Background: an optimization exercise with open tools, aiming at small area and few clock cycles per item. Do not read the settings as production practice.
No functional check of the RTL was part of any run shown here.
Power figures rest on the tool's default switching activity, not on a simulated workload.

--- flow/flow/run.sh ---
#!/bin/bash
# The standard layout (standard.sh, unchanged synthesis, floorplan, power grid and
# routing), with two changes: the port buffers are the smallest buffer cell, and
# clock tree synthesis inserts no dummy loads.
set -euo pipefail
export BUFFER_PORTS_ARGS="-buffer_cell sky130_fd_sc_hd__buf_1"
export CTS_ARGS="-sink_clustering_enable -repair_clock_nets -dont_use_dummy_load -buf_list sky130_fd_sc_hd__clkbuf_8 -sink_clustering_size 20 -sink_clustering_max_diameter 60"
bash standard.sh > standard.log 2>&1
--- flow/standard.sh ---
#!/bin/bash
# synth_recipe.tcl (not shown) runs the flow's synth.tcl, then flattens the netlist and writes it again
# the make line also repeats each setting of config.mk as NAME=value (left out here)
make -C /OpenROAD-flow-scripts/flow DESIGN_CONFIG=/design/flow/config.mk WORK_HOME=/design/flow/orfs CLKGATE_MAP_FILE= SYNTH_SCRIPT=/design/flow/synth_recipe.tcl "${@:-finish}"
--- flow/config.mk ---
export PLATFORM = sky130hd
export DESIGN_NAME = cell_hist_accum
export DESIGN_NICKNAME = cell_hist_accum
export VERILOG_FILES = /design/flow/design.v
export SDC_FILE = /design/flow/constraint.sdc
export NUM_CORES = 4
export LEC_CHECK = 0
export CAP_MARGIN = 20
export CORE_MARGIN = 2
export CORE_UTILIZATION = 65
export CTS_BUF_LIST = sky130_fd_sc_hd__clkbuf_8
export CTS_CLUSTER_DIAMETER = 60
export CTS_CLUSTER_SIZE = 20
export SLEW_MARGIN = 20
--- flow/constraint.sdc ---
create_clock -name core_clock -period 6.0 [get_ports {clk}]
set_input_delay 1.2000 -clock core_clock [delete_from_list [all_inputs] [get_ports {clk}]]
set_output_delay 1.2000 -clock core_clock [all_outputs]
set_load 0.01 [all_outputs]
--- flow/design.v ---
module cell_hist_accum #(
  parameter int IMAGE_WIDTH        = 64,
  parameter int IMAGE_HEIGHT       = 480,
  parameter int CELL_ROW_PIXELS    = 8,
  parameter int CELL_COLUMN_PIXELS = 8,
  parameter int BIN_WIDTH          = 14,
  parameter int BINS               = 9,
  parameter int MAG_WIDTH          = 8,
  parameter int HISTOGRAM_WIDTH    = BIN_WIDTH*(BINS+1)
) (
  input  logic                       clk,
  input  logic                       rst,
  input  logic                       in_valid,
  output logic                       in_ready,
  input  logic [3:0]                 bin_index,
  input  logic [MAG_WIDTH-1:0]       magnitude,
  output logic                       out_valid,
  input  logic                       out_ready,
  output logic [HISTOGRAM_WIDTH-1:0] cell_histogram,
  output logic                       out_last
);
  function automatic logic [13:0] radd(input logic [13:0] a, input logic [14:0] b);
    logic c;
    c = 1'b0;
    for (int i = 0; i < 14; i++) begin
      radd[i] = a[i] ^ b[i] ^ c;
      c = (a[i] & b[i]) | (c & (a[i] ^ b[i]));
    end
  endfunction
  logic [5:0]  ph;         
  logic [2:0]  cx, px;     
  logic [2:0]  yl;         
  logic [5:0]  yr;         
  logic [7:0]  pending;    
  logic [2:0]  cap_col;    
  logic accept, acc_last;
  logic first_row, last_row, frame_end;
  assign first_row = (yl == 3'd0);
  assign last_row  = (yl == 3'd7);
  assign frame_end = last_row && (yr == 6'd59) && (cx == 3'd7);
  assign in_ready = (ph[5:3] == cx) && ((px != 3'd7) || (ph[2:0] == 3'd7)) &&
                    !((px == 3'd0) && first_row && pending[cx]);
  assign accept   = in_valid && in_ready && !rst;
  assign acc_last = accept && (px == 3'd7);
  always_ff @(posedge clk) begin
    if (rst) begin
      ph <= 6'd57;
      cx <= '0; px <= '0; yl <= '0; yr <= '0;
    end else begin
      ph <= ph + 6'd1;
      if (accept) begin
        px <= px + 3'd1;
        if (px == 3'd7) begin
          cx <= cx + 3'd1;
          if (cx == 3'd7) begin
            yl <= yl + 3'd1;
            if (yl == 3'd7) yr <= (yr == 6'd59) ? 6'd0 : yr + 6'd1;
          end
        end
      end
    end
  end
  logic [13:0] ra [64];
  logic        pv, dv;     
  logic [3:0]  pq, dq;     
  logic [7:0]  pm, dm;     
  logic [7:0]  hc, hd;
  logic [8:0]  m2;
  logic [8:0]  addend [8];
  always_ff @(posedge clk) begin
    pv <= accept && !bin_index[3];
    pq <= {1'b0, bin_index[2:0]} + {1'b0, ph[2:0]};
    pm <= magnitude;
    dv <= pv && pq[0];
    dq <= pq;
    dm <= pm;
  end
  assign m2 = 9'(radd({6'd0, pm}, {6'd0, dm}));
  always_comb begin
    for (int i = 0; i < 8; i++) begin
      hc[i] = pv && !pq[0] && (pq[3:1] == 3'(i));
      hd[i] = dv && (dq[3:1] + 3'd1 == 3'(i));
      addend[i] = (hc[i] && hd[i]) ? m2 :
                  {1'b0, (hc[i] ? pm : 8'd0) | (hd[i] ? dm : 8'd0)};
    end
  end
  logic [5:0] gph;
  logic [2:0] gc;
  logic       clr;
  assign gph = ph + 6'd7;
  assign gc  = gph[5:3];
  assign clr = !pending[gc] && !((gc == cx) && (px != 3'd0)) &&
               ((gc < cx) ? last_row : first_row);
  always_ff @(posedge clk) begin
    ra[0] <= clr ? 14'd0 : ra[63];
    for (int i = 0; i < 8; i++) begin
      ra[2*i+1] <= radd(ra[2*i], {5'd0, addend[i]});
      if (i < 7) ra[2*i+2] <= ra[2*i+1];
    end
    for (int s = 16; s < 64; s++)
      ra[s] <= ra[s-1];
  end
  logic [10:0] r8, r8_next;
  logic [1:0]  r8s [8];    
  logic        r8_mask;    
  logic        bcy;        
  logic [1:0]  rb [64];
  logic [2:0]  bsum;
  assign r8_next = 11'(radd({3'd0, (px == 3'd0) ? 11'd0 : r8}, (bin_index == 4'd8) ? {6'd0, magnitude} : 14'd0));
  always_ff @(posedge clk) begin
    if (accept) r8 <= r8_next;
    if (acc_last) begin
      for (int k = 0; k < 5; k++) r8s[k] <= r8_next[2*k +: 2];
      r8s[5] <= {1'b0, r8_next[10]};
      r8s[6] <= 2'b00;
      r8s[7] <= {1'b0, frame_end};
    end else begin
      for (int k = 0; k < 7; k++) r8s[k] <= r8s[k+1];
      r8s[7] <= 2'b00;
    end
    if (ph[2:0] == 3'd7) r8_mask <= acc_last && first_row;
  end
  assign bsum = (r8_mask ? 3'd0 : {1'b0, rb[63]}) + {1'b0, r8s[0]} +
                {2'b00, bcy && (ph[2:0] != 3'd0)};
  always_ff @(posedge clk) begin
    bcy   <= bsum[2];
    rb[0] <= bsum[1:0];
    for (int s = 1; s < 64; s++) rb[s] <= rb[s-1];
  end
  logic [13:0] oa [8];
  logic [1:0]  ob [8];
  logic [13:0] tot;
  logic        o_fill;
  logic        start, shift;
  logic [2:0]  k;
  logic [13:0] bterm;
  assign k     = ph[2:0];
  assign start = (k == 3'd0) && pending[cap_col] && (ph[5:3] == cap_col + 3'd2) &&
                 (!out_valid || out_ready);
  assign shift = start || o_fill;
  assign bterm = 14'(rb[7]) << (2*k);
  logic [13:0] tsv;
  assign tsv = (k == 3'd0) ? 14'd0 : tot;
  always_ff @(posedge clk) begin
    if (rst) begin
      pending   <= '0;
      cap_col   <= '0;
      o_fill    <= 1'b0;
      out_valid <= 1'b0;
    end else begin
      if (acc_last && last_row) pending[cx] <= 1'b1;
      if (start) begin
        pending[cap_col] <= 1'b0;
        cap_col <= cap_col + 3'd1;
      end
      o_fill <= start || (o_fill && (k != 3'd7));
      if (o_fill && (k == 3'd7)) out_valid <= 1'b1;
      else if (out_ready)        out_valid <= 1'b0;
    end
  end
  always_ff @(posedge clk) begin
    if (shift) begin
      oa[0] <= ra[22];
      for (int i = 1; i < 8; i++) oa[i] <= oa[i-1];
      ob[7] <= rb[7];
      for (int i = 0; i < 7; i++) ob[i] <= ob[i+1];
      tot <= radd(tsv ^ ra[22] ^ bterm, {(tsv & ra[22]) | (tsv & bterm) | (ra[22] & bterm), 1'b0});
    end
  end
  always_comb begin
    for (int b = 0; b < 8; b++) cell_histogram[14*b +: 14] = oa[b];
    for (int i = 0; i < 7; i++) cell_histogram[112 + 2*i +: 2] = ob[i];
    cell_histogram[126 +: 14] = tot;
  end
  assign out_last = ob[7][0];
endmodule
==> flow_summary.toml, run 1 <==
[outcome]
run_status = "finished clean"

[logic_synthesis]
post_synth_inst_count = 2161
netlist_area_before_placement_um2 = 33600
synth-async-reset-ratio = 0
yosys_register_bits = 1251
syn_area_per_cell_um2 = 15.5
synthesis.yosys.warnings = 7
post_synth_edffs = 154
ys_types = 54
synth_top_area_frac = 0.654
ys_dominant_reg_cell = "dfxtp_1"
synth.top_cells.by_area = "dfxtp_1 (65%), edfxtp_1 (14%), fa_1 (6.3%)"
syn_nets = 2354
post_synthesis_sequential_area_ratio = 0.792
synth_top_area_cell = "dfxtp_1"

[timing]
grt_setup_unrepaired = "true"
timing.final.crit_period_ns = 5.90
timing_max_transition_violations_final = 0
slew_headroom = 0.448
max_clock_freq_ghz = 0.170
finalClockSkew_ns = 0.0875
timing_worst_slew_pin_value_ns = 0.822
period_share = 0.983
report.final.setup_viol = 0
hold_viol_final = 0
fin_tns_setup_ns = 0

[placed_design]
place_area_um2 = 35200
gp_congestion = 0.917
place.detailed.hpwl_um = 34200
buffer_ports.inserted = 158

[cells_and_area]
mostFrequentLayoutCell = "dfxtp_1"
post_layout_nets = 2585
postLayoutCellArea_um2 = 36300
flow.area_growth_from_synthesis_pct = 8.20
fillCellCount = 3405
most_used_cells_in_the_layout_excluding_fill_and_tap_cells = "dfxtp_1 (1,095), inv_1 (183), buf_1 (158)"
layout_cells_sized_above_1 = 0.0732

[power_and_ir_drop]
cellLeakagePower_nw = 14.7
switchingPower_mw = 2.41
p_seq_frac = 0.702
switching_share = 0.199
p_int_mw = 9.71
largest_vdd_supply_drop_uv = 306
power.share.clock = 0.277
power_frac_comb = 0.021
power_per_cell_area_nw_per_um2 = 334

[grt]
grtUsageTotal = 0.196
grt-ovfl-total = 0
grt_pass1_wl_um = 81100
grt_max_degree = 79
grt_pass1_vias = 15375
grt_antenna_before_repair = 2

[clocking]
tritoncts_buffers = 76
tritoncts_num_sinks = 1251
clock_path_buffers = 3
worst_skew_pair_later_pin_latency_ns = 0.68
post-cts-setup-buffer-count = 0
ctsHoldBuffers = 0
tritoncts = "built"
clock-root-buffer = "clkbuf_8"
htree_levels = 3
path_clk_slew_ns = 0.11

[route]
detail_route.wl_per_cell_um = 16.4
route.detailed.drc = 0
routed_wirelength_um = 50500
initialDrtViolationCount = 875
viasPerCell = 4.82
number_of_iterations_in_the_first_detailed_routing_pass = 6
total_number_of_vias = 14813
ant_nets = 0

[setup_path]
worst-endpoint-required_ns = 6.38
startpoint_type = "flip-flop"
worst-path-max-fanout = 4
worstRegToRegCells = 21
cp-end-kind = "flip-flop"
critical_path_arrival_ns = 6.28
worstSetupPathType = "reg -> reg"
internal_reg_to_reg_setup_slack_ns = 0.10

[min_path]
worst_hold_path.num_cells = 0
hold_class = "reg -> reg"

[floorplanning]
initial_core_util = 0.656
core_area_um2 = 51200
height_of_the_die_um = 231
die_width_um = 231
num_io_pins = 159
die_area_um2 = 53500
floorplan.rows = 83

[flow_run]
maxcap_viol_count = 0
## cells by family (layout without fill, tap and decap cells)
family / after synthesis / in the layout / synth area share
xor+xnor: 32 / 32 / 0.00835
fa+ha+maj: 177 / 177 / 0.0894
simple gates: 260 / 260 / 0.0379
compound gates: 170 / 170 / 0.0330
flops: 1251 / 1251 / 0.792
buf+inv: 234 / 463 / 0.0263
other cells: 0 / 1 / 0
mux: 37 / 37 / 0.0133
## state kept, by name, indices dropped and copies added (netlist names), 4 cells and up
register  count
tot          14
yr            6
pending       8
dm            8
pq            4
r8s          13
ob           16
r8           11
ra          896
oa          112
rb          128
ph            6
pm            8
## final timing paths
| kind | start | to |
|---|---|---|
| max | ph[0]$_SDFF_PP1_ | tot[13]$_DFFE_PP_ |
| min | ra[5][6]$_DFF_P_ | ra[6][6]$_DFF_P_ |
| max reg2reg | ph[0]$_SDFF_PP1_ | tot[13]$_DFFE_PP_ |
| min reg2reg | ra[5][6]$_DFF_P_ | ra[6][6]$_DFF_P_ |
## through the flow
| stage | utilization | setup WS, ns | cells | total power, mW | hold slack [ns] |
|---|---|---|---|---|---|
| after floorplan | - | -0.185 | 2161 | 8.84 | 0.310 |
| after global placement | 0.688 | 0.0871 | 2994 | 8.94 | 0.310 |
| after detailed placement | 0.688 | -0.0236 | 2994 | 8.95 | 0.312 |
| after CTS | 0.708 | 0.0443 | 3070 | 12.2 | 0.237 |
| after global routing | 0.710 | -0.0400 | 3070 | 12.6 | 0.237 |
| final | 0.710 | 0.103 | 3071 | 12.1 | 0.240 |
## power groups by stage
stage	logic (mW)	registers, mW	clock network [mW]
after detailed placement	0.238	8.71	0
after CTS	0.240	8.52	3.48
final	0.249	8.52	3.36
after floorplan	0.157	8.69	0
after global routing	0.276	8.53	3.78
after global placement	0.231	8.71	0
## layer usage
| metal | GRT usage | vias up | part of all wire |
|---|---|---|---|
| met2 | 0.304 | 302 | 0.46 |
| met5 | 0 | - | 0 |
| met1 | 0.280 | 7076 | 0.47 |
| li1 | - | 7345 | - |
| met3 | 0.0400 | 90 | 0.045 |
| met4 | 0.0643 | 0 | 0.027 |
## cell usage after synthesis, types with 10 or more instances
library cell / instances
nand2_1: 94
nor2b_1: 23
edfxtp_1: 154
a22oi_1: 58
inv_1: 185
nor2_1: 45
mux2i_1: 13
dfxtp_1: 1097
nand2b_1: 10
xor2_1: 15
nand3_1: 18
xnor2_1: 17
o21ai_0: 61
fa_1: 105
mux2_2: 20
a21oi_1: 20
clkbuf_1: 42
ha_1: 72
and2_1: 26
## timing repair
| item | 4_1_cts | 5_1_grt |
|---|---|---|
| endpoints found under the setup margin | 1 | 1 |
| hold endpoints to repair | 0 | 0 |
| gates cloned | 0 | 0 |
| gates resized for setup | 4 | 12 |
## layout make-up
cell class	count	area, um2	area share
antenna	1	2.50	0.0000689
inverter	185	694	0.0191
sequential	1251	26600	0.732
multi-input combinational	676	6220	0.171
tap	680	851	0.0234
clock buffer	76	1050	0.0288
timing repair buffer	202	936	0.0258
## critical path: stages (launching register included)
cell and delay, ns:
dfxtp_2 0.33, inv_2 0.07, ha_4 0.15, nand2b_4 0.06, buf_4 0.15, and2_4 0.15, fa_2 0.36, ha_4 0.18
fa_2 0.34, fa_2 0.34, fa_2 0.34, fa_2 0.34, fa_2 0.34, fa_2 0.34, fa_2 0.35, fa_2 0.35
fa_2 0.35, fa_2 0.35, fa_2 0.36, xnor2_2 0.14, xnor2_1 0.13, xnor2_1 0.13
==> inputs of run 2 (changes only) <==
==> flow/run.sh (new file) <==
#!/bin/bash
# synth_recipe.tcl (not shown) runs the flow's synth.tcl, then flattens the netlist and writes it again
# the make line also repeats each setting of config.mk as NAME=value (left out here)
make -C /OpenROAD-flow-scripts/flow DESIGN_CONFIG=/design/flow/config.mk WORK_HOME=/design/flow/orfs CLKGATE_MAP_FILE= SYNTH_SCRIPT=/design/flow/synth_recipe.tcl finish
removed: flow/flow/run.sh
removed: flow/standard.sh
==> run 2 against run 1 <==
  * Register-to-register slack worse by 0.12 ns
  * Count of clock-buffer cells in the layout grew 4
  * Sequential share of layout area is 2.4 points lower
  * Sequential cell count did not move
  * The layout now fails its checks (negative setup slack)
  * First-iteration DRC count rose by 16%
  * Global-route usage rose by 0.57 points
==> flow_summary.toml, run 2 <==
[cells_and_area]
most_used_cells_in_the_layout_excluding_fill_and_tap_cells = "dfxtp_1 (1,095), inv_1 (205), clkdlybuf4s50_1 (158)"
largest_register = "ra"
post_layout_nets = 2582
flow.area_growth_from_synthesis_pct = 11.8
postLayoutCellArea_um2 = 37500
layout_cells_sized_above_1 = 0.0746
multi_input_comb_area_um2 = 6160
largest_register_ff_count = 896
reg.largest.list = "ra: 896 flops, rb: 128 flops, oa: 112 flops"
sequential_cell_area_um2 = 26600
fillCellCount = 3208
mostFrequentLayoutCell = "dfxtp_1"

[logic_synthesis]
synth-async-reset-ratio = 0
synth_top_area_cell = "dfxtp_1"
post_synth_edffs = 154
synthesis.yosys.warnings = 7
syn_area_per_cell_um2 = 15.5
post_synthesis_sequential_area_ratio = 0.792
ys_types = 54
netlist_area_before_placement_um2 = 33600
syn_nets = 2354
yosys_register_bits = 1251
synthMostInstantiatedCell = "dfxtp_1"
synth.top_cells.by_count = "dfxtp_1 (1,097), inv_1 (185), edfxtp_1 (154)"
ys_dominant_reg_cell = "dfxtp_1"
synth_top_area_frac = 0.654
synth.top_cells.by_area = "dfxtp_1 (65%), edfxtp_1 (14%), fa_1 (6.3%)"
post_synth_inst_count = 2161

[power_and_ir_drop]
cellLeakagePower_nw = 15.3
report.power.total_mw = 12.5
power_per_cell_area_nw_per_um2 = 333
largest_vdd_supply_drop_uv = 288

[clocking]
clock-root-buffer = "clkbuf_8"
ctsHoldBuffers = 0
tritoncts_buffers = 77
path_clk_slew_ns = 0.12
worst_skew_pair_later_pin_latency_ns = 0.69
clock_path_buffers = 3
tritoncts_num_sinks = 1251
tritoncts = "built"
htree_levels = 3

[route]
number_of_iterations_in_the_first_detailed_routing_pass = 5
ant_nets = 0
total_number_of_vias = 15055
detail_route.wl_per_cell_um = 16.8
route.detailed.drc = 0
initialDrtViolationCount = 1011
viasPerCell = 4.85
routed_wirelength_um = 52100

[timing]
max_clock_freq_ghz = 0.166
period_share = 1.00
grt_setup_unrepaired = "true"
slew_headroom = 0.522
final_critical_path_setup_slack_ns = -0.0173
report.final.setup_viol = 1
timing.final.crit_period_ns = 6.02
hold_viol_final = 0
timing_worst_slew_pin_value_ns = 0.716
finalClockSkew_ns = 0.0261
timing_max_transition_violations_final = 0

[setup_path]
crit_cells = 21
worst-path-max-fanout = 5
startpoint_type = "flip-flop"
worstRegToRegCells = 21
cp_top_family = "adder cells"
cp-end-kind = "flip-flop"
worstSetupPathType = "reg -> reg"
ordered_list_of_cells_on_the_worst_path = "inv_1, ha_1, nand2b_1, buf_4, and2_1, fa_1, ha_2, fa_2, fa_2, fa_2, fa_2, fa_2, fa_2, fa_2, fa_2, fa_2, fa_2, fa_2, xnor2_1, xnor2_1, xnor2_1"
worst-endpoint-required_ns = 6.44
critical_path_arrival_ns = 6.46
crit_slowest_cell = "fa_1"
critical-path-max-stage-delay_ns = 0.37
worst-path-buf-inv = 2
critPathMostFrequentCell = "fa_2"

[flow_run]
maxcap_viol_count = 0

[placed_design]
gp_congestion = 0.886
buffer_ports.inserted = 158
place_area_um2 = 36200
place.detailed.hpwl_um = 34400

[floorplanning]
height_of_the_die_um = 231
die_width_um = 231
floorplan.rows = 83
num_io_pins = 159
initial_core_util = 0.656
core_area_um2 = 51200
die_area_um2 = 53500

[outcome]
run_status = "complete, but fails checks"
so_faults = "negative setup slack"

[grt]
grt_max_degree = 72
grt-ovfl-total = 0
grt_pass1_vias = 15693
grtUsageTotal = 0.202
grt_antenna_before_repair = 1
grt_pass1_wl_um = 83800

[min_path]
worst_hold_path.num_cells = 0
hold_class = "reg -> reg"
[run 2: cell counts after synthesis]
No cell type changed its count.
[run 2: metal layers]
| metal | track usage | vias up | routed length (um) |
|---|---|---|---|
| li1 | - | 7381 | - |
| met1 | 0.281 | 7276 | 24100 |
| met2 | 0.324 | 301 | 24600 |
| met3 | 0.0406 | 97 | 2190 |
| met4 | 0.0595 | 0 | 1210 |
| met5 | 0 | - | 0 |
[run 2: report_power, final]
group	switching [mW]	total, mW	internal (mW)
Sequential	0.0365	8.52	8.48
Combinational	0.157	0.250	0.0924
Clock	2.45	3.75	1.29
[run 2: area by class of cell]
cell class,instances,share of cell area
diodes,1,0.0000666
clock buffers,80,0.0293
clock inverters,36,0.00690
inverters,185,0.0185
multi-input cells,676,0.164
flip-flops and latches,1251,0.708
well taps,680,0.0227
repair buffers,198,0.0504
[run 2: repair_timing]
action	in CTS	in global routing
setup buffers	0	0
gates resized for setup	1	1
endpoints found under the setup margin	1	3
[run 2: path summary, 6_finish.rpt]
kind	from	endpoint	slack [ns]
worst max-delay path	ph[1]$_SDFF_PP0_	tot[13]$_DFFE_PP_	-0.02
worst min-delay path	rb[31][1]$_DFF_P_	rb[32][1]$_DFF_P_	0.30
worst max register to register	ph[1]$_SDFF_PP0_	tot[13]$_DFFE_PP_	-0.02
worst min register to register	rb[31][1]$_DFF_P_	rb[32][1]$_DFF_P_	0.30
[run 2: cells by family (layout without fill, tap and decap cells)]
group | count (synthesis) | after routing | synth area share
XOR/XNOR | 32 | 32 | 0.00835
buffers and inverters | 234 | 499 | 0.0263
AND/OR/NAND/NOR | 260 | 260 | 0.0379
flip-flops | 1251 | 1251 | 0.792
AO/OA/AOI/OAI | 170 | 170 | 0.0330
multiplexers | 37 | 37 | 0.0133
adder cells (fa/ha/maj) | 177 | 177 | 0.0894
other | 0 | 1 | 0
[run 2: metrics by stage]
step / instances / util / hold slack (ns) / setup WS [ns] / setup TNS (ns)
2_1_floorplan: 2161 / - / 0.310 / -0.185 / -0.185
3_3_place_gp: 2990 / 0.706 / 0.310 / 0.0964 / 0
3_5_place_dp: 2990 / 0.706 / 0.312 / -0.0523 / -0.0523
4_1_cts: 3106 / 0.733 / 0.303 / -0.0196 / -0.0196
5_1_grt: 3107 / 0.733 / 0.305 / -0.181 / -0.181
6_report: 3107 / 0.733 / 0.304 / -0.0173 / -0.0173
==> inputs of run 3 (changes only) <==
--- a/flow/design.v
+++ b/flow/design.v
@@ -20,5 +20,5 @@
   output logic                       out_last
 );
-  function automatic logic [13:0] radd(input logic [13:0] a, input logic [14:0] b);
+  function automatic logic [13:0] radd(input logic [13:0] a, input logic [13:0] b);
     logic c;
     c = 1'b0;
@@ -140,6 +140,4 @@
   assign shift = start || o_fill;
   assign bterm = 14'(rb[7]) << (2*k);
-  logic [13:0] tsv;
-  assign tsv = (k == 3'd0) ? 14'd0 : tot;
   always_ff @(posedge clk) begin
     if (rst) begin
@@ -165,5 +163,5 @@
       ob[7] <= rb[7];
       for (int i = 0; i < 7; i++) ob[i] <= ob[i+1];
-      tot <= radd(tsv ^ ra[22] ^ bterm, {(tsv & ra[22]) | (tsv & bterm) | (ra[22] & bterm), 1'b0});
+      tot <= radd(radd(start ? 14'd0 : tot, ra[22]), bterm);
     end
   end
==> run 3 against run 2 <==
  * The layout still fails its checks (negative setup slack)
  * Sequential share of layout area down 0.40 points
  * Worst setup slack got worse by 1.1 ns
  * Die area barely moved
  * Hold slack better by 0.0099 ns
  * Cell area grew 0.57%
  * Register-to-register slack worse by 1.1 ns
  * Synthesized area about the same
  * Largest cell class unchanged
  * Largest power group unchanged
==> flow_summary.toml, run 3 <==
[outcome]
run_status = "complete, but fails checks"
so_faults = "negative setup slack"

[power_and_ir_drop]
cellLeakagePower_nw = 15.3
switching_share = 0.209
p_seq_frac = 0.687
power_frac_comb = 0.018
largest_vdd_supply_drop_uv = 252
report.power.total_mw = 12.4
power.share.clock = 0.295
switchingPower_mw = 2.58
p_int_mw = 9.78
power_per_cell_area_nw_per_um2 = 327

[grt]
grt_antenna_before_repair = 1
grt_pass1_vias = 15930
grtUsageTotal = 0.208
grt_pass1_wl_um = 85700
grt_max_degree = 86
grt-ovfl-total = 0

[setup_path]
reg2reg_from = "cap_col[1]$_SDFFE_PP0P_"
critical-path-max-stage-delay_ns = 0.43
worst-path-max-fanout = 4
crit_slowest_cell = "fa_1"
worst-endpoint-required_ns = 6.45
critPathMostFrequentCell = "fa_2"
critical_path_arrival_ns = 7.60
startpoint_type = "flip-flop"
cp-end-kind = "flip-flop"
worstRegToRegCells = 26
worstReg2RegEnd = "tot[13]$_DFFE_PP_"
worstSetupPathType = "reg -> reg"
internal_reg_to_reg_setup_slack_ns = -1.15

[clocking]
tritoncts_num_sinks = 1251
tritoncts = "built"
clock_path_buffers = 3
clock-root-buffer = "clkbuf_8"
tritoncts_buffers = 75
path_clk_slew_ns = 0.12
worst_skew_pair_later_pin_latency_ns = 0.69
htree_levels = 3

[route]
number_of_iterations_in_the_first_detailed_routing_pass = 7
routed_wirelength_um = 53500
viasPerCell = 4.85
initialDrtViolationCount = 922
detail_route.wl_per_cell_um = 17.1
route.detailed.drc = 0
total_number_of_vias = 15208
ant_nets = 0

[cells_and_area]
largest_register_ff_count = 896
post_layout_nets = 2605
largest_register = "ra"
reg.largest.list = "ra: 896 flops, rb: 128 flops, oa: 112 flops"
flow.area_growth_from_synthesis_pct = 12.5
layout_cells_sized_above_1 = 0.0917
fillCellCount = 3215
most_used_cells_in_the_layout_excluding_fill_and_tap_cells = "dfxtp_1 (1,096), inv_1 (207), clkdlybuf4s50_1 (157)"
mostFrequentLayoutCell = "dfxtp_1"

[logic_synthesis]
synthesis.yosys.warnings = 7
post_synthesis_sequential_area_ratio = 0.792
ys_dominant_reg_cell = "dfxtp_1"
synth.top_cells.by_area = "dfxtp_1 (65%), edfxtp_1 (14%), fa_1 (6.3%)"
ys_types = 50
post_synth_edffs = 154
synth-async-reset-ratio = 0
post_synth_inst_count = 2155
netlist_area_before_placement_um2 = 33600
syn_area_per_cell_um2 = 15.6
synth_top_area_frac = 0.654
synth.top_cells.by_count = "dfxtp_1 (1,097), inv_1 (184), edfxtp_1 (154)"
synth_top_area_cell = "dfxtp_1"
synthMostInstantiatedCell = "dfxtp_1"
syn_nets = 2350
yosys_register_bits = 1251

[floorplanning]
floorplan.rows = 83
die_width_um = 231
die_area_um2 = 53500
initial_core_util = 0.656
height_of_the_die_um = 231
num_io_pins = 159
core_area_um2 = 51200

[placed_design]
place.detailed.hpwl_um = 35700
buffer_ports.inserted = 158
pre_cts_slack_ns = -2.33
gp_congestion = 0.857

[timing]
timing.final.crit_period_ns = 7.15
period_share = 1.19
report.final.setup_viol = 4
finalClockSkew_ns = 0.0299
final_critical_path_setup_slack_ns = -1.15
worst_hold_slack_ns = 0.314
hold_viol_final = 0
max_clock_freq_ghz = 0.140
grt_setup_unrepaired = "true"
timing_worst_slew_pin_value_ns = 1.04
slew_headroom = 0.304
timing_max_transition_violations_final = 0

[min_path]
min-delay-start = "ra[20][12]$_DFF_P_"
worst_hold_path.num_cells = 0
hold_class = "reg -> reg"
holdPathEnd = "ra[21][12]$_DFF_P_"

[flow_run]
maxcap_viol_count = 0
==> run 3: worst max path at each step <==
| stage | start | endpoint | slack [ns] |
|---|---|---|---|
| floorplan | out_ready | tot[13]$_DFFE_PP_ | -1.71 |
| global placement | out_ready | tot[13]$_DFFE_PP_ | -2.19 |
| detailed placement | out_ready | tot[13]$_DFFE_PP_ | -2.33 |
| CTS | cap_col[1]$_SDFFE_PP0P_ | tot[13]$_DFFE_PP_ | -1.17 |
| global route | cap_col[1]$_SDFFE_PP0P_ | tot[13]$_DFFE_PP_ | -1.48 |
| finish | cap_col[1]$_SDFFE_PP0P_ | tot[13]$_DFFE_PP_ | -1.15 |
==> run 3: critical path: cells and delay by family (launching register included) <==
| kind | cells | cell delay [ns] |
|---|---|---|
| simple gates | 3 | 0.60 |
| fa+ha+maj | 15 | 5.03 |
| flops | 1 | 0.40 |
| buf+inv | 2 | 0.09 |
| xor+xnor | 5 | 0.70 |
| compound gates | 1 | 0.10 |
==> run 3: final cells by class <==
class,count,area (um2),share of cell area
Antenna cell,1,2.50,0.0000663
Clock buffer,77,1060,0.0281
Clock inverter,44,255,0.00676
Inverter,184,693,0.0184
Multi-Input combinational cell,675,6220,0.165
Sequential cell,1251,26600,0.704
Tap cell,680,851,0.0225
Timing Repair Buffer,223,2090,0.0553
==> run 3: cells by family (layout without fill, tap and decap cells) <==
| kind of cell | after synthesis | after routing | synth area share |
|---|---|---|---|
| flops | 1251 | 1251 | 0.792 |
| compound gates | 166 | 166 | 0.0324 |
| mux | 40 | 40 | 0.0138 |
| fa+ha+maj | 179 | 179 | 0.0902 |
| other cells | 0 | 1 | 0 |
| xor+xnor | 32 | 32 | 0.00835 |
| simple gates | 258 | 258 | 0.0373 |
| buf+inv | 229 | 528 | 0.0261 |
==> run 3: metrics by stage <==
step	utilization	area [um2]	TNS [ns]	cells
after floorplan	-	33700	-5.09	2155
after global placement	0.711	36400	-7.83	3009
after detailed placement	0.711	36400	-8.74	3009
after CTS	0.737	37800	-2.47	3133
after global routing	0.738	37800	-3.47	3135
final	0.738	37800	-2.37	3135
==> run 3: metal layers <==
layer / part of all wire / global-route usage / vias up
met5: 0 / 0 / -
met4: 0.020 / 0.0534 / 0
met3: 0.050 / 0.0469 / 83
met2: 0.48 / 0.341 / 318
met1: 0.45 / 0.284 / 7381
li1: - / - / 7426
==> run 3: repair_timing <==
item                                    4_1_cts  5_1_grt
endpoints found under the setup margin        5        4
hold buffers                                  0        0
pin swaps                                     3        1
setup buffers                                 3        1
resized for setup                            13        2
==> run 3: power by group through the flow <==
stage | clock network (mW) | logic (mW) | registers, mW
5_1_grt | 4.07 | 0.241 | 8.50
3_3_place_gp | 0 | 0.214 | 8.69
3_5_place_dp | 0 | 0.220 | 8.69
4_1_cts | 3.77 | 0.221 | 8.49
6_report | 3.65 | 0.220 | 8.49
2_1_floorplan | 0 | 0.134 | 8.67
==> inputs of run 4 (changes only) <==
--- a/flow/design.v
+++ b/flow/design.v
@@ -163,5 +163,5 @@
       ob[7] <= rb[7];
       for (int i = 0; i < 7; i++) ob[i] <= ob[i+1];
-      tot <= radd(radd(start ? 14'd0 : tot, ra[22]), bterm);
+      tot <= ((k == 3'd0) ? 14'd0 : tot) + ra[22] + bterm;
     end
   end
==> run 4 against run 3 <==
  * The run now finishes clean
  * Global-route usage up 0.059 points
  * Via count up 0.60%
  * Critical path depth down 8
  * Critical path type unchanged
==> flow_summary.toml, run 4 <==
[timing]
period_share = 0.951
timing.final.crit_period_ns = 5.71
report.final.setup_viol = 0
worst_hold_slack_ns = 0.306
finalClockSkew_ns = 0.0373
fin_tns_setup_ns = 0
grt_setup_unrepaired = "false"
timing_worst_slew_pin_value_ns = 0.968
slew_headroom = 0.353
max_clock_freq_ghz = 0.175
timing_max_transition_violations_final = 0
hold_viol_final = 0

[flow_run]
maxcap_viol_count = 0

[cells_and_area]
postLayoutCoreUtil = 0.731
layout_cells_sized_above_1 = 0.0617
flow.area_growth_from_synthesis_pct = 11.3
most_used_cells_in_the_layout_excluding_fill_and_tap_cells = "dfxtp_1 (1,097), inv_1 (207), clkdlybuf4s50_1 (158)"
fillCellCount = 3198
post_layout_nets = 2605
mostFrequentLayoutCell = "dfxtp_1"
largest_register = "ra"
reg.largest.list = "ra: 896 flops, rb: 128 flops, oa: 112 flops"
largest_register_ff_count = 896
postLayoutCellArea_um2 = 37500

[logic_synthesis]
synthMostInstantiatedCell = "dfxtp_1"
syn_nets = 2383
ys_dominant_reg_cell = "dfxtp_1"
synthesis.yosys.warnings = 7
synth-async-reset-ratio = 0
synth.top_cells.by_area = "dfxtp_1 (65%), edfxtp_1 (14%), fa_1 (5.6%)"
yosys_register_bits = 1251
post_synth_edffs = 154
netlist_area_before_placement_um2 = 33700
ys_types = 53
post_synth_inst_count = 2187
syn_area_per_cell_um2 = 15.4
synth_top_area_frac = 0.652
synth.top_cells.by_count = "dfxtp_1 (1,097), inv_1 (185), edfxtp_1 (154)"
post_synthesis_sequential_area_ratio = 0.789
synth_top_area_cell = "dfxtp_1"

[grt]
grt_antenna_before_repair = 2
grt_pass1_vias = 16209
grtUsageTotal = 0.209
grt-ovfl-total = 0
grt_pass1_wl_um = 86700
grt_max_degree = 85

[clocking]
path_clk_slew_ns = 0.12
htree_levels = 3
clock_path_buffers = 3
tritoncts_buffers = 76
clock-root-buffer = "clkbuf_8"
worst_skew_pair_later_pin_latency_ns = 0.70
post_cts_resized = 0
tritoncts_num_sinks = 1251
tritoncts = "built"
post-cts-setup-buffer-count = 0
ctsHoldBuffers = 0

[power_and_ir_drop]
power_per_cell_area_nw_per_um2 = 330
largest_vdd_supply_drop_uv = 244
report.power.total_mw = 12.4
cellLeakagePower_nw = 15.1

[setup_path]
cp-end-kind = "flip-flop"
startpoint_type = "flip-flop"
worstReg2RegEnd = "ra[1][13]$_DFF_P_"
worstSetupPathType = "reg -> reg"
internal_reg_to_reg_setup_slack_ns = 0.29
critical_path_arrival_ns = 6.31
worstRegToRegCells = 18
worst-endpoint-required_ns = 6.61
reg2reg_from = "pm[1]$_DFF_P_"
worst-path-max-fanout = 8

[min_path]
holdPathEnd = "ra[38][12]$_DFF_P_"
worst_hold_path.num_cells = 0
min-delay-start = "ra[37][12]$_DFF_P_"
hold_class = "reg -> reg"

[route]
routed_wirelength_um = 54100
total_number_of_vias = 15300
initialDrtViolationCount = 790
route.detailed.drc = 0
detail_route.wl_per_cell_um = 17.3
ant_nets = 0
viasPerCell = 4.89
number_of_iterations_in_the_first_detailed_routing_pass = 5

[placed_design]
gp_congestion = 0.828
place.detailed.hpwl_um = 35500
place_area_um2 = 36200
buffer_ports.inserted = 158

[floorplanning]
floorplan.rows = 83
core_area_um2 = 51300
height_of_the_die_um = 232
die_width_um = 232
initial_core_util = 0.657
die_area_um2 = 53700
num_io_pins = 159

[outcome]
run_status = "finished clean"
## run 4: cell types whose count changed after synthesis, moves of 11 or more
cell     change
a21oi_1     +17
and2_1      +26
ha_1        +11
mux2i_1     -11
nand2_1     -12
nand3_1     -13
nor2_1      +15
nor2b_1     -19
## run 4: cells by family (layout without fill, tap and decap cells)
kind of cell	count (synthesis)	count (layout)	share of synthesized area
flip-flops	1251	1251	0.789
multiplexers	27	27	0.0106
AND/OR/NAND/NOR	268	268	0.0392
other	0	1	0
adder cells (fa/ha/maj)	180	180	0.0880
buffers and inverters	228	489	0.0256
AO/OA/AOI/OAI	192	192	0.0369
XOR/XNOR	41	41	0.0107
## run 4: power breakdown
part	switching, mW	internal, mW
Combinational	0.130	0.0811
Sequential	0.0395	8.46
Clock	2.42	1.25
Total	2.59	9.79
## run 4: worst max-delay path, cell delays in order, from the launching register on
cell	delay, ns
dfxtp_1	0.41
inv_1	0.08
fa_1	0.44
fa_1	0.40
fa_1	0.41
fa_1	0.39
fa_1	0.42
fa_1	0.39
fa_1	0.70
o21ai_0	0.15
a22oi_1	0.21
fa_1	0.21
inv_1	0.05
fa_1	0.38
ha_1	0.22
ha_1	0.20
ha_1	0.20
ha_1	0.22
xor2_1	0.17
## run 4: how the worst max path moves through the flow
stage                       start                  to  slack (ns)  depth (start not counted)
global placement    pm[1]$_DFF_P_  ra[13][13]$_DFF_P_        0.42                         18
CTS                 pm[1]$_DFF_P_   ra[1][13]$_DFF_P_        0.29                         18
finish              pm[1]$_DFF_P_   ra[1][13]$_DFF_P_        0.29                         18
detailed placement  pm[1]$_DFF_P_   ra[1][13]$_DFF_P_        0.35                         18
floorplan           pm[1]$_DFF_P_   ra[3][13]$_DFF_P_        0.62                         19
global route           pv$_DFF_P_   ra[9][13]$_DFF_P_        0.04                         19
## run 4: area by class of cell
class / instances / area, um2 / area share
Tap cell: 680 / 851 / 0.0227
Clock buffer: 77 / 1060 / 0.0283
Inverter: 185 / 694 / 0.0185
Antenna cell: 1 / 2.50 / 0.0000667
Multi-Input combinational cell: 708 / 6250 / 0.167
Timing Repair Buffer: 187 / 1810 / 0.0483
Sequential cell: 1251 / 26600 / 0.709
Clock inverter: 40 / 262 / 0.00697
## run 4: per-stage QoR
| stage | worst slack [ns] | std cells |
|---|---|---|
| detailed placement | 0.346 | 3011 |
| global placement | 0.416 | 3011 |
| finish | 0.293 | 3129 |
| floorplan | 0.621 | 2187 |
| CTS | 0.289 | 3128 |
| global route | 0.0393 | 3129 |
## run 4: per-layer routing
layer / track usage / vias up / part of all wire / routed length [um]
met1: 0.289 / 7378 / 0.47 / 25300
met3: 0.0470 / 100 / 0.048 / 2590
met2: 0.333 / 329 / 0.46 / 25000
li1: - / 7493 / - / -
met5: 0 / - / 0 / 0
met4: 0.0647 / 0 / 0.023 / 1260
==> inputs of run 5 (changes only) <==
--- a/flow/design.v
+++ b/flow/design.v
@@ -163,5 +163,5 @@
       ob[7] <= rb[7];
       for (int i = 0; i < 7; i++) ob[i] <= ob[i+1];
-      tot <= ((k == 3'd0) ? 14'd0 : tot) + ra[22] + bterm;
+      tot <= radd(radd(start ? 14'd0 : tot, ra[22]), bterm);
     end
   end
--- a/flow/config.mk
+++ b/flow/config.mk
@@ -9,6 +9,6 @@
 export CORE_MARGIN = 2
 export CORE_UTILIZATION = 65
-export CTS_BUF_LIST = sky130_fd_sc_hd__clkbuf_8
-export CTS_CLUSTER_DIAMETER = 60
-export CTS_CLUSTER_SIZE = 20
+export CTS_BUF_LIST = sky130_fd_sc_hd__clkbuf_4 sky130_fd_sc_hd__clkbuf_8
+export CTS_CLUSTER_DIAMETER = 40
+export CTS_CLUSTER_SIZE = 16
 export SLEW_MARGIN = 20
==> run 5 against run 4 <==
  * The layout now fails its checks (negative setup slack)
  * Sequential cell count did not move
  * Global-route usage increased by 0.78 points
  * Cell area rose by 4.3%
  * Largest power group unchanged
  * Highest routed layer unchanged
==> flow_summary.toml, run 5 <==
[floorplanning]
num_io_pins = 159
die_width_um = 231
height_of_the_die_um = 231
core_area_um2 = 51200
die_area_um2 = 53500
initial_core_util = 0.656
floorplan.rows = 83

[logic_synthesis]
post_synth_edffs = 154
yosys_register_bits = 1251
syn_area_per_cell_um2 = 15.6
ys_dominant_reg_cell = "dfxtp_1"
synth.top_cells.by_area = "dfxtp_1 (65%), edfxtp_1 (14%), fa_1 (6.3%)"
synth_top_area_frac = 0.654
synth.top_cells.by_count = "dfxtp_1 (1,097), inv_1 (184), edfxtp_1 (154)"
synth_top_area_cell = "dfxtp_1"
synthMostInstantiatedCell = "dfxtp_1"
post_synth_inst_count = 2155
syn_nets = 2350
synth-async-reset-ratio = 0
netlist_area_before_placement_um2 = 33600
synthesis.yosys.warnings = 7
post_synthesis_sequential_area_ratio = 0.792
ys_types = 50

[clocking]
worst_skew_pair_later_pin_latency_ns = 0.72
htree_levels = 3
tritoncts_num_sinks = 1251
clock-root-buffer = "clkbuf_8"
tritoncts_buffers = 113
clock_path_buffers = 3
tritoncts = "built"
ctsHoldBuffers = 0
path_clk_slew_ns = 0.10

[cells_and_area]
reg.largest.list = "ra: 896 flops, rb: 128 flops, oa: 112 flops"
n_antenna_cell = 0
flow.area_growth_from_synthesis_pct = 16.5
largest_register_ff_count = 896
post_layout_nets = 2643
largest_register = "ra"
most_used_cells_in_the_layout_excluding_fill_and_tap_cells = "dfxtp_1 (1,096), inv_1 (179), clkdlybuf4s50_1 (157)"
postLayoutCellArea_um2 = 39100
layout_cells_sized_above_1 = 0.134
mostFrequentLayoutCell = "dfxtp_1"

[power_and_ir_drop]
power_per_cell_area_nw_per_um2 = 364
report.power.total_mw = 14.2
largest_vdd_supply_drop_uv = 366
switching_share = 0.215
cellLeakagePower_nw = 15.9
p_int_mw = 11.2
power.share.clock = 0.388
switchingPower_mw = 3.06
power_frac_comb = 0.016
p_seq_frac = 0.597

[setup_path]
worst-path-max-fanout = 2
worst-endpoint-required_ns = 6.47
worst_setup_path_startpoint = "out_ready"
worstRegToRegCells = 26
worstSetupPathType = "in -> reg"
cp-end-kind = "flip-flop"
critical_path_arrival_ns = 7.68
startpoint_type = "input pin"
reg2reg_from = "cap_col[1]$_SDFFE_PP0P_"

[grt]
grtUsageTotal = 0.217
grt_antenna_before_repair = 0
grt_max_degree = 86
grt_pass1_wl_um = 89000
grt_pass1_vias = 16480
grt-ovfl-total = 0

[timing]
fin_tns_setup_ns = -2.63
timing_worst_slew_pin_value_ns = 1.03
finalClockSkew_ns = 0.0300
worst_hold_slack_ns = 0.315
timing_max_transition_violations_final = 0
timing.final.crit_period_ns = 7.22
hold_viol_final = 0
max_clock_freq_ghz = 0.139
grt_setup_unrepaired = "true"
final_critical_path_setup_slack_ns = -1.22
slew_headroom = 0.311
report.final.setup_viol = 4
period_share = 1.20

[placed_design]
gp_congestion = 0.857
place_area_um2 = 36400
place.detailed.hpwl_um = 35700
buffer_ports.inserted = 158

[route]
initialDrtViolationCount = 888
routed_wirelength_um = 55700
viasPerCell = 4.83
route.detailed.drc = 0
ant_nets = 0
detail_route.wl_per_cell_um = 17.3
total_number_of_vias = 15551
number_of_iterations_in_the_first_detailed_routing_pass = 7

[flow_run]
maxcap_viol_count = 0

[outcome]
run_status = "complete, but fails checks"
so_faults = "negative setup slack"

[min_path]
worst_hold_path.num_cells = 0
hold_class = "reg -> reg"
min-delay-start = "ra[42][6]$_DFF_P_"
## run 5: changes by cell type in the layout (fill, tap and decap cells not counted), moves of 13 or more
cell | before | now
nand3_1 | 12 | 25
buf_4 | 28 | 63
clkbuf_4 | 0 | 19
clkbuf_8 | 77 | 127
fa_2 | 0 | 22
a21oi_1 | 31 | 13
ha_1 | 85 | 72
and2_1 | 43 | 16
inv_1 | 207 | 179
nor2b_1 | 8 | 26
nor2_1 | 52 | 37
## run 5: timing repair
item / CTS / global route
setup buffers: 3 / 1
resized for setup: 11 / 2
endpoints found under the setup margin: 5 / 4
pin swaps: 3 / 1
## run 5: final timing paths
| check | end | slack [ns] |
|---|---|---|
| worst max-delay path | tot[13]$_DFFE_PP_ | -1.22 |
| worst min-delay path | ra[43][6]$_DFF_P_ | 0.31 |
| worst max register to register | tot[13]$_DFFE_PP_ | -1.16 |
| worst min register to register | ra[43][6]$_DFF_P_ | 0.31 |
## run 5: power by group through the flow
| stage | registers [mW] | logic (mW) | clock network (mW) |
|---|---|---|---|
| finish | 8.49 | 0.222 | 5.52 |
| global route | 8.50 | 0.242 | 5.97 |
| CTS | 8.49 | 0.222 | 5.66 |
| detailed placement | 8.69 | 0.220 | 0 |
| global placement | 8.69 | 0.214 | 0 |
| floorplan | 8.67 | 0.134 | 0 |
## run 5: layout make-up
type / count / area [um2]
clock buffers: 146 / 1890
inverters: 184 / 693
repair buffers: 223 / 2090
clock inverters: 63 / 778
flip-flops and latches: 1251 / 26600
multi-input cells: 675 / 6220
well taps: 680 / 851
fillers: 3010 / 12100
## run 5: cell families after synthesis
kind of cell	share of synthesized area
flip-flops	0.792
AND/OR/NAND/NOR	0.0373
buffers and inverters	0.0261
adder cells (fa/ha/maj)	0.0902
AO/OA/AOI/OAI	0.0324
multiplexers	0.0138
XOR/XNOR	0.00835
## run 5: layer usage
metal	part of all wire	routed length (um)	global-route usage
met2	0.48	26900	0.357
met4	0.020	1120	0.0657
met5	0	0	0
met1	0.45	24900	0.288
met3	0.050	2800	0.0512
## run 5: stage by stage
step | instances | worst slack, ns | utilization
after global placement | 3009 | -2.19 | 0.711
after CTS | 3221 | -1.17 | 0.764
final | 3222 | -1.22 | 0.764
after detailed placement | 3009 | -2.33 | 0.711
after global routing | 3222 | -1.47 | 0.764
after floorplan | 2155 | -1.71 | -
## run 5: critical path, stage by stage
cell	delay, ns
clkdlybuf4s15_1	0.21
nor2b_4	0.05
nor4_1	0.24
o21ai_1	0.10
or2_4	0.29
and2_4	0.17
ha_4	0.14
inv_2	0.05
fa_1	0.43
fa_2	0.36
fa_2	0.35
fa_2	0.34
fa_2	0.35
fa_2	0.36
fa_2	0.35
fa_2	0.35
fa_2	0.34
fa_2	0.34
fa_2	0.34
fa_2	0.35
fa_2	0.36
xnor2_2	0.18
xnor2_1	0.15
xnor2_1	0.15
xnor2_1	0.10
==> inputs of run 6 (changes only) <==
--- a/flow/design.v
+++ b/flow/design.v
@@ -20,12 +20,4 @@
   output logic                       out_last
 );
-  function automatic logic [13:0] radd(input logic [13:0] a, input logic [13:0] b);
-    logic c;
-    c = 1'b0;
-    for (int i = 0; i < 14; i++) begin
-      radd[i] = a[i] ^ b[i] ^ c;
-      c = (a[i] & b[i]) | (c & (a[i] ^ b[i]));
-    end
-  endfunction
   logic [5:0]  ph;         
   logic [2:0]  cx, px;     
@@ -62,26 +54,11 @@
   end
   logic [13:0] ra [64];
-  logic        pv, dv;     
-  logic [3:0]  pq, dq;     
-  logic [7:0]  pm, dm;     
-  logic [7:0]  hc, hd;
-  logic [8:0]  m2;
-  logic [8:0]  addend [8];
+  logic        pv;         
+  logic [3:0]  pq;         
+  logic [7:0]  pm;         
   always_ff @(posedge clk) begin
     pv <= accept && !bin_index[3];
     pq <= {1'b0, bin_index[2:0]} + {1'b0, ph[2:0]};
     pm <= magnitude;
-    dv <= pv && pq[0];
-    dq <= pq;
-    dm <= pm;
-  end
-  assign m2 = 9'(radd({6'd0, pm}, {6'd0, dm}));
-  always_comb begin
-    for (int i = 0; i < 8; i++) begin
-      hc[i] = pv && !pq[0] && (pq[3:1] == 3'(i));
-      hd[i] = dv && (dq[3:1] + 3'd1 == 3'(i));
-      addend[i] = (hc[i] && hd[i]) ? m2 :
-                  {1'b0, (hc[i] ? pm : 8'd0) | (hd[i] ? dm : 8'd0)};
-    end
   end
   logic [5:0] gph;
@@ -94,8 +71,6 @@
   always_ff @(posedge clk) begin
     ra[0] <= clr ? 14'd0 : ra[63];
-    for (int i = 0; i < 8; i++) begin
-      ra[2*i+1] <= radd(ra[2*i], {5'd0, addend[i]});
-      if (i < 7) ra[2*i+2] <= ra[2*i+1];
-    end
+    for (int q = 0; q < 15; q++)
+      ra[q+1] <= ra[q] + ((pv && pq == 4'(q)) ? {6'd0, pm} : 14'd0);
     for (int s = 16; s < 64; s++)
       ra[s] <= ra[s-1];
@@ -107,5 +82,5 @@
   logic [1:0]  rb [64];
   logic [2:0]  bsum;
-  assign r8_next = 11'(radd({3'd0, (px == 3'd0) ? 11'd0 : r8}, (bin_index == 4'd8) ? {6'd0, magnitude} : 14'd0));
+  assign r8_next = ((px == 3'd0) ? 11'd0 : r8) + ((bin_index == 4'd8) ? {3'd0, magnitude} : 11'd0);
   always_ff @(posedge clk) begin
     if (accept) r8 <= r8_next;
@@ -163,5 +138,5 @@
       ob[7] <= rb[7];
       for (int i = 0; i < 7; i++) ob[i] <= ob[i+1];
-      tot <= radd(radd(start ? 14'd0 : tot, ra[22]), bterm);
+      tot <= (start ? 14'd0 : tot) + ra[22] + bterm;
     end
   end
--- a/flow/config.mk
+++ b/flow/config.mk
@@ -8,7 +8,4 @@
 export CAP_MARGIN = 20
 export CORE_MARGIN = 2
-export CORE_UTILIZATION = 65
-export CTS_BUF_LIST = sky130_fd_sc_hd__clkbuf_4 sky130_fd_sc_hd__clkbuf_8
-export CTS_CLUSTER_DIAMETER = 40
-export CTS_CLUSTER_SIZE = 16
+export CORE_UTILIZATION = 40
 export SLEW_MARGIN = 20
==> run 6 against run 5 <==
  * The run now finishes clean
  * Cell area grew 14%
  * Synthesized area grew 12%
  * Critical path type is now reg -> reg
  * Die area grew 80%
  * Count of clock-buffer cells in the layout grew 13
  * Worst setup slack gained 2.8 ns
  * Synthesized cell count grew 31%
  * Sequential power grew 25%
  * Highest routed layer is now met5
  * Critical endpoint unchanged
==> flow_summary.toml, run 6 <==
[timing]
timing_worst_slew_pin_value_ns = 1.02
grt_setup_unrepaired = "false"
period_share = 0.735
finalClockSkew_ns = 0.0517
timing_max_transition_violations_final = 0
max_clock_freq_ghz = 0.227
timing.final.crit_period_ns = 4.41
report.final.setup_viol = 0
fin_tns_setup_ns = 0
hold_viol_final = 0
slew_headroom = 0.320
worst_hold_slack_ns = 0.293

[floorplanning]
initial_core_util = 0.403
core_area_um2 = 93200
die_area_um2 = 96400
height_of_the_die_um = 310
num_io_pins = 159
floorplan.rows = 112
die_width_um = 310

[cells_and_area]
most_used_cells_in_the_layout_excluding_fill_and_tap_cells = "dfxtp_1 (1,085), xnor2_1 (176), ha_1 (168)"
final-instance-count-excl-fill = 4416
postLayoutCoreUtil = 0.479
mostFrequentLayoutCell = "dfxtp_1"
largest_register_ff_count = 896
layout_cells_sized_above_1 = 0.0693
flow.area_growth_from_synthesis_pct = 18.9
reg.largest.list = "ra: 896 flops, rb: 128 flops, oa: 112 flops"
n_antenna_cell = 0
post_layout_nets = 3283
largest_register = "ra"
postLayoutCellArea_um2 = 44700

[logic_synthesis]
post_synth_edffs = 154
synth_top_area_frac = 0.578
synthesis.yosys.warnings = 6
synth.top_cells.by_area = "dfxtp_1 (58%), edfxtp_1 (12%), ha_1 (5.6%)"
post_synth_inst_count = 2816
ys_types = 65
synth-async-reset-ratio = 0
netlist_area_before_placement_um2 = 37600
ys_dominant_reg_cell = "dfxtp_1"
syn_area_per_cell_um2 = 13.3
syn_nets = 3033
synthMostInstantiatedCell = "dfxtp_1"
post_synthesis_sequential_area_ratio = 0.701
synth.top_cells.by_count = "dfxtp_1 (1,085), xnor2_1 (176), ha_1 (168)"
yosys_register_bits = 1239
synth_top_area_cell = "dfxtp_1"

[placed_design]
placed_cells_incl_taps = 4206
buffer_ports.inserted = 158
gp_congestion = 0.804
place.detailed.hpwl_um = 43300
place_area_um2 = 40700

[clocking]
clock-root-buffer = "clkbuf_16"
tritoncts_num_sinks = 1239
path_clk_slew_ns = 0.07
htree_levels = 3
post-cts-setup-buffer-count = 0
tritoncts_buffers = 112
clock_path_buffers = 3
ctsHoldBuffers = 0
worst_skew_pair_later_pin_latency_ns = 0.68
post_cts_resized = 0
tritoncts = "built"

[route]
route.detailed.drc = 0
viasPerCell = 4.60
ant_nets = 0
routed_wirelength_um = 63800
number_of_iterations_in_the_first_detailed_routing_pass = 5
initialDrtViolationCount = 1033
detail_route.wl_per_cell_um = 14.4
total_number_of_vias = 20297

[power_and_ir_drop]
cellLeakagePower_nw = 18.0
largest_vdd_supply_drop_uv = 333
power_per_cell_area_nw_per_um2 = 432

[grt]
grt_pass1_vias = 20839
grt-ovfl-total = 0
grt_max_degree = 95
grt_pass1_wl_um = 104000
grtUsageTotal = 0.133
grt_antenna_before_repair = 2

[setup_path]
cp-end-kind = "flip-flop"
worst-path-max-fanout = 15
critical_path_arrival_ns = 4.85
crit_slowest_cell = "nor3_2"
startpoint_type = "flip-flop"
ordered_list_of_cells_on_the_worst_path = "inv_1, ha_1, xnor2_1, nand4b_1, nor3_2, buf_12, nor2b_1, fa_1, ha_1, inv_1, fa_1, nor2b_1, o2111ai_1, nand3_1, a41oi_1, xnor2_1"
worstSetupPathType = "reg -> reg"
worst-endpoint-required_ns = 6.44
critical-path-max-stage-delay_ns = 0.59

[outcome]
run_status = "finished clean"

[min_path]
hold_class = "reg -> reg"

[flow_run]
maxcap_viol_count = 0
## run 6: cell types whose count changed after synthesis, moves of 25 or more
| cell | previous run | this run |
|---|---|---|
| nor2b_1 | 27 | 55 |
| ha_1 | 74 | 168 |
| a41oi_1 | 0 | 33 |
| xnor2_1 | 19 | 176 |
| inv_1 | 184 | 120 |
| nor2_1 | 37 | 137 |
| and2_1 | 17 | 139 |
| nor3_1 | 8 | 45 |
| nand2b_1 | 11 | 45 |
| and3_1 | 5 | 30 |
| a22oi_1 | 48 | 0 |
| o21a_1 | 1 | 33 |
| a21oi_1 | 14 | 75 |
| fa_1 | 105 | 33 |
## run 6: kinds of logic after synthesis
kind of cell	synth area share
flops	0.701
buf+inv	0.0156
compound gates	0.0652
mux	0.00656
fa+ha+maj	0.0735
xor+xnor	0.0478
simple gates	0.0901
## run 6: area by class of cell
class | count | area, um2
Fill cell | 8051 | 48500
Sequential cell | 1239 | 26300
Multi-Input combinational cell | 1428 | 10700
Clock buffer | 159 | 3310
Inverter | 120 | 450
Clock inverter | 51 | 681
Timing Repair Buffer | 165 | 1660
Tap cell | 1254 | 1570
## run 6: report_power, final
group | total [mW] | internal (mW) | switching (mW)
combinational | 1.37 | 0.652 | 0.722
clock | 7.36 | 4.32 | 3.04
sequential | 10.6 | 9.93 | 0.640
total | 19.3 | 14.9 | 4.40
## run 6: path summary, 6_finish.rpt
kind                                start                end  slack, ns  depth (start not counted)
setup / recovery  cap_col[1]$_SDFFE_PP0P_  tot[13]$_DFFE_PP_       1.59                         16
hold reg to reg          rb[6][1]$_DFF_P_   rb[7][1]$_DFF_P_       0.29                          0
setup reg to reg  cap_col[1]$_SDFFE_PP0P_  tot[13]$_DFFE_PP_       1.59                         16
hold / removal           rb[6][1]$_DFF_P_   rb[7][1]$_DFF_P_       0.29                          0
## run 6: through the flow
stage / power, mW / worst slack (ns)
6_report: 19.3 / 1.59
4_1_cts: 19.6 / 1.58
5_1_grt: 20.2 / 1.32
2_1_floorplan: 11.6 / 0.288
3_3_place_gp: 12.1 / 0.941
3_5_place_dp: 12.1 / 0.885
## run 6: per-layer routing
layer  global-route usage  share of wire
met1                0.170           0.46
met2                0.220           0.46
met3               0.0341          0.053
met4               0.0459          0.025
met5                    0        0.00020
## run 6: worst max-delay path: cells and delay by family, from the launching register on
family                   cells  cell delay (ns)
buffers and inverters        3             0.41
adder cells (fa/ha/maj)      4             1.39
AO/OA/AOI/OAI                2             0.33
AND/OR/NAND/NOR              5             1.23
XOR/XNOR                     2             0.31
flip-flops                   1             0.50
==> inputs of run 7 (changes only) <==
--- a/flow/config.mk
+++ b/flow/config.mk
@@ -8,4 +8,5 @@
 export CAP_MARGIN = 20
 export CORE_MARGIN = 2
-export CORE_UTILIZATION = 40
+export CORE_UTILIZATION = 65
+export CTS_BUF_LIST = sky130_fd_sc_hd__clkbuf_8
 export SLEW_MARGIN = 20
==> run 7 against run 6 <==
  * Critical path depth unchanged
  * Cell count decreased by 8.9%
  * Synthesized area unchanged
  * Maximum frequency decreased by 1.5%
  * Largest cell class unchanged
  * Critical endpoint unchanged
  * Global-route usage increased by 10 points
  * Combinational power increased by 3%
  * Cell area decreased by 2.4%
  * Clock power decreased by 12%
==> flow_summary.toml, run 7 <==
[timing]
max_clock_freq_ghz = 0.223
grt_setup_unrepaired = "false"
timing_worst_slew_pin_value_ns = 1.01
slew_headroom = 0.325
hold_viol_final = 0
finalClockSkew_ns = 0.0444
timing.final.crit_period_ns = 4.48
period_share = 0.746
report.final.setup_viol = 0
timing_max_transition_violations_final = 0
worst_hold_slack_ns = 0.310
final_critical_path_setup_slack_ns = 1.52
fin_tns_setup_ns = 0

[setup_path]
worst-endpoint-required_ns = 6.52
startpoint_type = "flip-flop"
worstSetupPathType = "reg -> reg"
cp-end-kind = "flip-flop"
worst-path-max-fanout = 8
critical_path_arrival_ns = 5.00

[logic_synthesis]
ys_dominant_reg_cell = "dfxtp_1"
synth.top_cells.by_area = "dfxtp_1 (58%), edfxtp_1 (12%), ha_1 (5.6%)"
post_synth_inst_count = 2816
synth-simple-area-share = 0.0901
yosys.area_share.adder = 0.0735
synthMostInstantiatedCell = "dfxtp_1"
synthesis.yosys.warnings = 6
post_synth_edffs = 154
synth.top_cells.by_count = "dfxtp_1 (1,085), xnor2_1 (176), ha_1 (168)"
yosys_register_bits = 1239
syn_area_per_cell_um2 = 13.3
synth_xor_xnor_area_share = 0.0478
netlist_area_before_placement_um2 = 37600
syn_nets = 3033
synth_top_area_frac = 0.578
synth_top_area_cell = "dfxtp_1"
yosys-mux-area-fraction = 0.00656
synth-async-reset-ratio = 0
post_synthesis_sequential_area_ratio = 0.701
synth_compound_gate_area_share = 0.0652
dominant_combinational_cell_family_by_area_after_synthesis = "simple AND/OR/NAND/NOR gates"
ys_types = 65

[clocking]
worst_skew_pair_later_pin_latency_ns = 0.82
tritoncts = "built"
path_clk_slew_ns = 0.07
tritoncts_buffers = 176
post-cts-setup-buffer-count = 0
post_cts_resized = 0
ctsHoldBuffers = 0
clock_path_buffers = 3
htree_levels = 4
clock-root-buffer = "clkbuf_8"
tritoncts_num_sinks = 1239

[route]
routed_wirelength_um = 68700
viasPerCell = 5.22
total_number_of_vias = 20984
route.detailed.drc = 0
number_of_iterations_in_the_first_detailed_routing_pass = 5
ant_nets = 0
initialDrtViolationCount = 1274
detail_route.wl_per_cell_um = 17.1

[cells_and_area]
mostFrequentLayoutCell = "dfxtp_1"
largest_register_ff_count = 896
layout_cells_sized_above_1 = 0.0857
reg.largest.list = "ra: 896 flops, rb: 128 flops, oa: 112 flops"
largest_register = "ra"
postLayoutCellArea_um2 = 43600
post_layout_nets = 3350
most_used_cells_in_the_layout_excluding_fill_and_tap_cells = "dfxtp_1 (1,085), clkbuf_8 (211), inv_1 (177)"
flow.area_growth_from_synthesis_pct = 16.1

[grt]
grt_antenna_before_repair = 3
grt-ovfl-total = 0
grt_max_degree = 61
grtUsageTotal = 0.237
grt_pass1_wl_um = 113000
grt_pass1_vias = 22175

[placed_design]
buffer_ports.inserted = 158
gp_congestion = 0.849
pre_cts_slack_ns = 0.879
place_area_um2 = 40100
place.detailed.hpwl_um = 43400

[floorplanning]
die_area_um2 = 59700
initial_core_util = 0.655
core_area_um2 = 57400
height_of_the_die_um = 244
die_width_um = 244
num_io_pins = 159
floorplan.rows = 88

[flow_run]
maxcap_viol_count = 0

[min_path]
hold_class = "reg -> reg"

[power_and_ir_drop]
largest_vdd_supply_drop_uv = 249
power_per_cell_area_nw_per_um2 = 425
cellLeakagePower_nw = 18.1

[outcome]
run_status = "finished clean"
==> run 7: kinds of logic (layout without fill, tap and decap cells) <==
kind of cell,after synthesis,count (layout)
multiplexers,17,17
flip-flops,1239,1239
adder cells (fa/ha/maj),201,201
buffers and inverters,149,589
XOR/XNOR,205,205
AND/OR/NAND/NOR,649,649
AO/OA/AOI/OAI,356,356
other,0,1
==> run 7: per-stage QoR <==
step,utilization,total power [mW],instances
global route,0.760,19.4,4022
finish,0.760,18.5,4022
global placement,0.699,12.0,3720
detailed placement,0.699,12.1,3720
floorplan,-,11.6,2816
CTS,0.760,18.7,4021
==> run 7: worst paths after layout <==
check / from / end / slack [ns] / cells past startpoint
min: ra[36][6]$_DFF_P_ / ra[37][6]$_DFF_P_ / 0.31 / 0
max reg2reg: cap_col[1]$_SDFFE_PP0P_ / tot[13]$_DFFE_PP_ / 1.52 / 16
max: cap_col[1]$_SDFFE_PP0P_ / tot[13]$_DFFE_PP_ / 1.52 / 16
min reg2reg: ra[36][6]$_DFF_P_ / ra[37][6]$_DFF_P_ / 0.31 / 0
==> run 7: worst max-delay path: stages, from the launching register on <==
cell,delay [ns]
dfxtp_1,0.50
inv_1,0.14
ha_1,0.34
xnor2_1,0.16
nand4b_1,0.19
nor3_2,0.53
buf_4,0.28
nor2b_1,0.07
fa_1,0.49
ha_1,0.18
inv_1,0.06
fa_1,0.39
nor2b_1,0.20
o2111ai_1,0.17
nand3_1,0.19
a41oi_1,0.16
xnor2_1,0.16
==> run 7: layout make-up <==
cell class / instances / area (um2)
well taps: 765 / 957
clock inverters: 90 / 634
repair buffers: 168 / 1670
fillers: 3492 / 13800
flip-flops and latches: 1239 / 26300
diodes: 1 / 2.50
multi-input cells: 1428 / 10600
inverters: 120 / 450
clock buffers: 211 / 2900
==> run 7: layer usage <==
layer  up-vias  GRT usage  wire length (um)
li1      10263          -                 -
met1     10066      0.298             29600
met2       506      0.407             34400
met3       149     0.0513              3170
met4         0     0.0843              1540
met5         -          0                 0
==> run 7: power breakdown <==
group          internal, mW  switching (mW)  total [mW]
Sequential             9.93           0.683        10.6
Clock                  3.37            3.13        6.51
Combinational         0.658           0.749        1.41

[afterwards: timing with drivers on the ports]
Ports are ideal in the flow. The routed layouts listed here were re-timed in OpenROAD. Step 1, drivers: a clkbuf_16 drives clk and a buf_2 each remaining input, both assumed. Step 2, shift: input delay + t, output delay - t, t = (earliest + latest rising clock arrival at the registers) / 2. This alone moves slack from input paths to output paths. Three values: ideal ports, drivers, drivers and shift; two values: the first two.
run | t (ns) | slack for setup (ns) | worst slew at a driven data input, ns
run 1 | 0.693 | 0.103 / 0.103 / 0.103 | 0.06
run 2 | 0.735 | -0.017 / -0.017 / -0.017 | 0.07
run 3 | 0.732 | -1.148 / -1.148 / -1.817 | 0.04
run 4 | 0.738 | 0.293 / 0.293 / 0.293 | 0.05
run 5 | 0.765 | -1.216 / -1.187 / -1.952 | 0.03
run 6 | 0.722 | 1.587 / 1.587 / 0.891 | 0.07
run 7 | 0.852 | 1.522 / 1.522 / 0.801 | 0.04
For run 5, which loses most, drivers alone change the setup slack by +0.029 ns; drivers and shift together by -0.736 ns.
